From an optimization exercise on the open Yosys and OpenROAD flow, aimed at small area, a short achievable clock period and few clock cycles per item; shortcuts taken in it are not production practice. Function was checked by simulation only, so behaviour that the tests miss may differ from the original. Power and IR drop assume default switching activity.

build 83:
Design compact_number_encoder, start of the top module:
module compact_number_encoder (
    input  logic                i_clk,
    input  logic                i_rst_n,
    input  logic                start,
    output logic                busy,
    input  logic                i_func,
    input  logic signed [31:0]  i_int_value,
    input  logic [63:0]         i_real_bits,
    input  logic                i_is_double,
    output logic                o_strobe,
    output logic [7:0]          o_out_byte,
    output logic                o_last_byte,
    input  logic                psel,
    input  logic                penable,
    input  logic                pwrite,
    input  logic [4:0]          paddr,
    input  logic [31:0]         pwdata,
    output logic [31:0]         prdata,
    output logic                pready
);
    cne_pkg::t_tags r_tags;
    logic [7:0]     r_rd;
    logic [7:0]     byte0;
    logic [63:0]    pay, req_in, req_q;
    logic [3:0]     rem;
    logic           cy, inv;
    logic           r_v1, acc, last1, near;
    assign pready = 1'b1;
    always_ff @(posedge i_clk) begin
        if (!i_rst_n) begin
            r_tags <= {8'd0, 8'd1, 8'd2, 8'd3, 8'd4, 8'd5};
        end else if (psel && penable && pwrite) begin
            case (paddr[4:2])
                cne_pkg::REG_TAG_ZERO:    r_tags.zero   <= pwdata[7:0];
                cne_pkg::REG_TAG_ONE:     r_tags.one    <= pwdata[7:0];
                cne_pkg::REG_TAG_INTEGER: r_tags.integ  <= pwdata[7:0];
                cne_pkg::REG_TAG_HALF:    r_tags.half   <= pwdata[7:0];
                cne_pkg::REG_TAG_SINGLE:  r_tags.single <= pwdata[7:0];
                cne_pkg::REG_TAG_DOUBLE:  r_tags.dbl    <= pwdata[7:0];
                default: ;
            endcase
        end
    end
    always_ff @(posedge i_clk) begin
        case (paddr[4:2])
            cne_pkg::REG_TAG_ZERO:    r_rd <= r_tags.zero;
  ...
clock: 9.0 ns
lec_check: 0
cap_margin: 20
core_margin: 2
core_utilization: 40
slew_margin: 20
tns_end_percent: 5
standard.sh (not shown) runs the stock make flow with config.mk's settings and CLKGATE_MAP_FILE= SYNTH_SCRIPT=/design/flow/synth_recipe.tcl, a recipe that flattens the netlist after the stock synthesis.
==> flow/flow/run.sh <==
#!/bin/bash
# Standard ORFS layout with two changes: the port buffers are buf_2 cells
# instead of the default delay-buffer cells (every port still gets its own
# buffer), and timing repair aims for 6 ns of setup slack.
set -euo pipefail
export BUFFER_PORTS_ARGS="-buffer_cell sky130_fd_sc_hd__buf_2"
bash standard.sh SETUP_SLACK_MARGIN=6 synth > synth.log 2>&1
bash standard.sh SETUP_SLACK_MARGIN=6 finish > finish.log 2>&1
Build 83 went all the way through synthesis, placement and routing and the layout is clean on timing, DRC and antenna.
Testbench counts of build 83, summed over its fixed seeds: cycles 14,733, items 3,200.
Modified inputs, build 6 compared to build 83
Settings: CORE_UTILIZATION now 50, was 40.
Findings:
Build 6: internal power higher than build 83. Looking at first-pass GRT wire length, build 6 sits 3300 um below build 83. Build 6 -> build 83: maximum achievable frequency flat. Run comparison: build 83 launch point of the critical path i_real_bits[55]; build 6 launch point of the critical path i_real_bits[53].
diff inputs: build 6 => build 68
Settings: a change of CORE_UTILIZATION from 50 to 40; a deleted TNS_END_PERCENT that had been 5.
[summary]
In the metrics for build 6 and build 68, the one carrying the lower critical path depth is build 68. Per the comparison of build 68 with build 6, wire length after detailed routing higher, met2 track demand over resource in global routing lower, clock insertion delay at the later pin of the skew report roughly the same. As far as area share of and/or/nand/nor cells after synthesis goes, build 6 and build 68 are indistinguishable; the numbers are identical. Build 6 → build 68: setup slack moved down, remaining max-slew budget at the tightest pin moved down, logic gate share of total power moved up. The count of clock-buffer cells in the layout in build 68 sits 3 above the value recorded for build 6.

* * *

run 1:
Starting RTL as in the previous note.
clock: 9.0 ns
lec_check: 0
cap_margin: 20
core_margin: 2
core_utilization: 40
slew_margin: 20
==> flow/flow/run.sh <==
#!/bin/bash
# Standard ORFS layout with two changes: the port buffers are buf_2 cells
# instead of the default delay-buffer cells (every port still gets its own
# buffer), and timing repair aims for 6.5 ns of setup slack.
set -euo pipefail
export BUFFER_PORTS_ARGS="-buffer_cell sky130_fd_sc_hd__buf_2"
bash standard.sh SETUP_SLACK_MARGIN=6.5 synth > synth.log 2>&1
bash standard.sh SETUP_SLACK_MARGIN=6.5 finish > finish.log 2>&1
Testbench counts of run 1, summed over its fixed seeds: cycles 14,733, items 3,200.
Relative to run 1, the following input files were edited for run 2:
Settings: TNS_END_PERCENT now 0, previously not set.
==> flow/flow/run.sh <==
#!/bin/bash
# Standard ORFS layout with two changes: the port buffers are buf_2 cells
# instead of the default delay-buffer cells (every port still gets its own
# buffer), and timing repair aims for 6 ns of setup slack.
set -euo pipefail
export BUFFER_PORTS_ARGS="-buffer_cell sky130_fd_sc_hd__buf_2"
bash standard.sh SETUP_SLACK_MARGIN=6 synth > synth.log 2>&1
bash standard.sh SETUP_SLACK_MARGIN=6 finish > finish.log 2>&1
Per the comparison of run 2 with run 1, peak fanout along the critical path went down, count of non-CTS buffers in the layout went down, remaining antenna violation count did not really move.
diff inputs: run 2 => run 3
Settings: swapping 0 for 5 in TNS_END_PERCENT.
==> flow/flow/run.sh <==
#!/bin/bash
# Standard ORFS layout with two changes: the port buffers are buf_1 cells
# instead of the default delay-buffer cells (every port still gets its own
# buffer), and timing repair aims for 6 ns of setup slack.
set -euo pipefail
export BUFFER_PORTS_ARGS="-buffer_cell sky130_fd_sc_hd__buf_1"
bash standard.sh SETUP_SLACK_MARGIN=6 synth > synth.log 2>&1
bash standard.sh SETUP_SLACK_MARGIN=6 finish > finish.log 2>&1
[summary]
Run 3: flow completed, timing, DRC and antenna clean. Compared with run 2, run 3 shows a power that is about 3.7% higher. [run 3] area of the multi-input gates rose 4.2% relative to run 2. There was hardly any difference in gate count of the mapped netlist between run 3 and run 2. Run 3 — global-route usage over all layers 0.42 points higher, run 2 as reference. Max wire length across run 2 and run 3: run 3. Run 2 → run 3: estimated wirelength of the detail-placed design moved down, global-route wire length before repair moved up, post-detailed-route count of antenna-violating nets level, via count of the first global-routing pass moved up.
#### Input delta (run 4 over run 3)
==> flow/flow/run.sh <==
#!/bin/bash
# Standard ORFS layout with two changes: the port buffers are buf_2 cells
# instead of the default delay-buffer cells (every port still gets its own
# buffer), and timing repair aims for 5.6 ns of setup slack.
set -euo pipefail
export BUFFER_PORTS_ARGS="-buffer_cell sky130_fd_sc_hd__buf_2"
bash standard.sh SETUP_SLACK_MARGIN=5.6 synth > synth.log 2>&1
bash standard.sh SETUP_SLACK_MARGIN=5.6 finish > finish.log 2>&1
### Flow results
Setup slack delta (run 4 − run 3): unfavourable. Diff run 3 -> run 4: met2 layer usage reported by global route decreased 1.4 points, clock skew increased 0.0081 ns. Delta (run 4 minus run 3): sequential power comparable, hold slack comparable, post-cts resize count now smaller.

-- what the ideal ports hide --
The flow's constraints put no driver on any port. The routed layouts listed below were extracted and timed again, unchanged, in two steps. Step 1: set_driving_cell puts a clkbuf_16 on i_clk and a buf_2 on each other input, an assumption about the parent block. Step 2, shift: input delay + t, output delay - t, t = (earliest + latest rising clock arrival at the registers) / 2. This alone moves slack from input paths to output paths. Three values: ideal ports, drivers, drivers and shift; two values: the first two.
run | t, ns | setup slack, ns | worst hold slack (ns) | worst setup path at the end | slew at the worst register clock pin (ns)
build 83 | 0.487 | 5.724 / 5.640 / 5.152 | 0.501 / 0.501 / 0.501 | input to register | 0.08 / 0.08
build 6 | 0.495 | 5.733 / 5.647 / 5.151 | 0.506 / 0.506 / 0.506 | input to register | 0.08 / 0.08
build 68 | 0.508 | 5.691 / 5.664 / 5.155 | 0.503 / 0.503 / 0.503 | input to register | 0.07 / 0.07
run 1 | 0.508 | 5.695 / 5.692 / 5.184 | 0.488 / 0.488 / 0.488 | input to register | 0.08 / 0.08
run 2 | 0.512 | 5.646 / 5.518 / 5.006 | 0.502 / 0.502 / 0.502 | input to register | 0.08 / 0.08
run 3 | 0.487 | 5.609 / 5.611 / 5.123 | 0.503 / 0.503 / 0.503 | input to register | 0.08 / 0.08
run 4 | 0.508 | 5.558 / 5.563 / 5.055 | 0.503 / 0.503 / 0.503 | input to register | 0.08 / 0.08
After both steps every run listed still meets setup and hold. For run 2, which loses most, drivers alone change the setup slack by -0.128 ns; drivers and shift together by -0.640 ns.
